Source: an optimization exercise on an open RTL-to-GDS flow (aim: small area). Production flows keep margins and buffers that such runs may drop. Function was checked by simulation only, so behaviour that the tests miss may differ from the original. Power and IR drop assume default switching activity.

Design srio_1x_wrapper, start of the top module:
module srio_1x_wrapper
#(
    parameter int ONCE_LEN        = 8,          
    parameter int US_DEPTH        = 8,
    parameter int DS_DEPTH        = 8,
    parameter int US_PROG_FULL    = 6,
    parameter int DS_PROG_FULL    = 6,
    parameter int LOOP_RST_CYCLES = 16
)
(
    input  logic                   clk_50m,
    input  logic                   rst_n,
    input  logic                   srio_core_rst,
    input  logic                   fiber_sw_rst,
    input  logic                   loopback_sel,        
    input  logic                   link_up,
    input  srio_pkg::dev_id_t      dest_id,
    input  srio_pkg::dev_id_t      device_id_set,
    output srio_pkg::dev_id_t      device_id,
    output srio_pkg::dev_id_t      source_id,
    output logic                   id_set_done,
    input  logic                   wr_en,               
    input  srio_pkg::word_t        wr_data,
    output logic                   prog_full,
    input  logic                   rd_en,               
    output srio_pkg::word_t        rd_data,
    output logic                   empty,
    output srio_pkg::link_beat_s   link_tx,
    output logic                   link_tx_valid,
    input  logic                   link_tx_ready,
    input  srio_pkg::link_beat_s   link_rx,
    input  logic                   link_rx_valid,
    output logic                   link_rx_ready
);
    logic               core_rst;
    logic               loop_flush;
    srio_pkg::link_beat_s         tx_link;
    logic               tx_link_valid;
    logic               tx_link_ready;
    srio_pkg::link_beat_s         rx_link;
    logic               rx_link_valid;
    logic               rx_link_ready;
    srio_pkg::beat_t              beat_data;
    logic               beat_pop;
    logic               word_end;
    logic               two_words;
    logic               put;
    srio_pkg::beat_t              put_data;
    logic               ds_prog_full;
    srio_reset_ctrl u_reset_ctrl
    (
        .clk_50m       (clk_50m),
        .rst_n         (rst_n),
        .srio_core_rst (srio_core_rst),
        .fiber_sw_rst  (fiber_sw_rst),
        .loop_flush    (loop_flush),
        .core_rst      (core_rst)
    );
    srio_loopback_ctrl #(.LOOP_RST_CYCLES(LOOP_RST_CYCLES)) u_loopback
    (
  ...
clock: 10.0 ns
lec_check: 0
cap_margin: 20
core_margin: 2
core_utilization: 60
cts_buf_list: sky130_fd_sc_hd__clkbuf_8
cts_cluster_diameter: 80
cts_cluster_size: 16
slew_margin: 20
standard.sh (not shown) runs the stock make flow with config.mk's settings and CLKGATE_MAP_FILE= SYNTH_SCRIPT=/design/flow/synth_recipe.tcl, a recipe that flattens the netlist after the stock synthesis.
==> flow/flow/run.sh <==
#!/bin/bash
export BUFFER_PORTS_ARGS="-buffer_cell sky130_fd_sc_hd__buf_1"
bash standard.sh > standard.log 2>&1
The first run finished but failed the layout checks on antenna violations.
Edit:
==> flow/flow/run.sh (replaced) <==
#!/bin/bash
export BUFFER_PORTS_ARGS="-buffer_cell sky130_fd_sc_hd__buf_1"
export REMOVE_ABC_BUFFERS=1
bash standard.sh > standard.log 2>&1
--- a/flow/config.mk
+++ b/flow/config.mk
@@ -8,7 +8,7 @@
 export CAP_MARGIN = 20
 export CORE_MARGIN = 2
-export CORE_UTILIZATION = 60
+export CORE_UTILIZATION = 70
 export CTS_BUF_LIST = sky130_fd_sc_hd__clkbuf_8
 export CTS_CLUSTER_DIAMETER = 80
-export CTS_CLUSTER_SIZE = 16
+export CTS_CLUSTER_SIZE = 18
 export SLEW_MARGIN = 20
Result:
- The changed run finished with timing, DRC and antenna clean
- final area falls by 1.2%
- area after synthesis does not change
- die area falls by 14%
- cell count falls by 2.8%
Edit:
--- a/flow/config.mk
+++ b/flow/config.mk
@@ -11,4 +11,4 @@
 export CTS_BUF_LIST = sky130_fd_sc_hd__clkbuf_8
 export CTS_CLUSTER_DIAMETER = 80
-export CTS_CLUSTER_SIZE = 18
+export CTS_CLUSTER_SIZE = 14
 export SLEW_MARGIN = 20
- critical path depth stays the same
- cell area came out higher slightly
- clock skew came out higher by 0.0045 ns
- setup slack degrades by 0.084 ns
- global-route usage came out higher by 0.33 points
- clock-buffer cell count came out higher by 90
- wire length came out higher slightly
- fmax came out lower slightly
Edit:
--- a/flow/config.mk
+++ b/flow/config.mk
@@ -6,9 +6,9 @@
 export NUM_CORES = 4
 export LEC_CHECK = 0
-export CAP_MARGIN = 20
+export CAP_MARGIN = 10
 export CORE_MARGIN = 2
-export CORE_UTILIZATION = 70
+export CORE_UTILIZATION = 76
 export CTS_BUF_LIST = sky130_fd_sc_hd__clkbuf_8
 export CTS_CLUSTER_DIAMETER = 80
-export CTS_CLUSTER_SIZE = 14
-export SLEW_MARGIN = 20
+export CTS_CLUSTER_SIZE = 18
+export SLEW_MARGIN = 10
=>
- The new run finished clean
- via count increases by 1.7%
- total power decreases by 4.4%
- final cell count decreases by 1.5%

== v6 ==
Another version of the RTL of srio_1x_wrapper (not shown whole).
Size: roughly 7,000 cells after synthesis, roughly 720 I/O pins, about 0.13 mm² of cells after synthesis.
Settings: LEC_CHECK=0, CAP_MARGIN=20, CORE_MARGIN=2, CORE_UTILIZATION=60, CTS_BUF_LIST=sky130_fd_sc_hd__clkbuf_8, CTS_CLUSTER_DIAMETER=80, CTS_CLUSTER_SIZE=16, SLEW_MARGIN=20; clock period 10.0 ns.
==> flow/flow/run.sh <==
#!/bin/bash
export BUFFER_PORTS_ARGS="-buffer_cell sky130_fd_sc_hd__buf_1"
bash standard.sh > standard.log 2>&1
status=$?
cp standard.sh standard_copy.sh.txt 2>/dev/null
exit $status
diff inputs: v6 => v7
# v6
export LEC_CHECK = 0
export CAP_MARGIN = 20
export CORE_MARGIN = 2
export CORE_UTILIZATION = 60
export CTS_BUF_LIST = sky130_fd_sc_hd__clkbuf_8
export CTS_CLUSTER_DIAMETER = 80
export CTS_CLUSTER_SIZE = 16
export SLEW_MARGIN = 20
create_clock -name core_clock -period 10.0 [get_ports {clk_50m}]
# v7
export LEC_CHECK = 0
export CAP_MARGIN = 20
export CORE_MARGIN = 2
export CORE_UTILIZATION = 40
export CTS_BUF_LIST = sky130_fd_sc_hd__clkbuf_8
export CTS_CLUSTER_DIAMETER = 80
export CTS_CLUSTER_SIZE = 16
export SLEW_MARGIN = 20
create_clock -name core_clock -period 10.0 [get_ports {clk_50m}]
==> comparison <==
- Summary of v7 over v6: utilization saw a decrease; full die area saw an increase; area of all placed cells without fillers saw an increase.

==> what the ideal ports hide <==
No port has a modelled driver above. Below, the same layouts with a new extraction and two added sets of constraints. Step 1 assumes that a clkbuf_16 drives the clock port and a buf_2 every other input. Step 2, shift: input delay + t, output delay - t, t = (earliest + latest rising clock arrival at the registers) / 2. This alone moves slack from input paths to output paths. a / b / c = no drivers / after step 1 / after step 2; a / b = the first two.
run	t, ns	setup WS [ns]	worst setup path after step 2
the first run of note 1	1.169	4.017 / 3.925 / 5.095	register to output
the second run of note 1	1.183	3.869 / 3.767 / 4.721	input to register
the third run of note 1	1.223	3.784 / 3.686 / 4.909	register to output
the fourth run of note 1	1.187	3.566 / 3.474 / 4.617	input to register
v6	1.183	3.692 / 3.590 / 4.773	register to output
v7	1.165	4.030 / 3.931 / 4.881	input to register
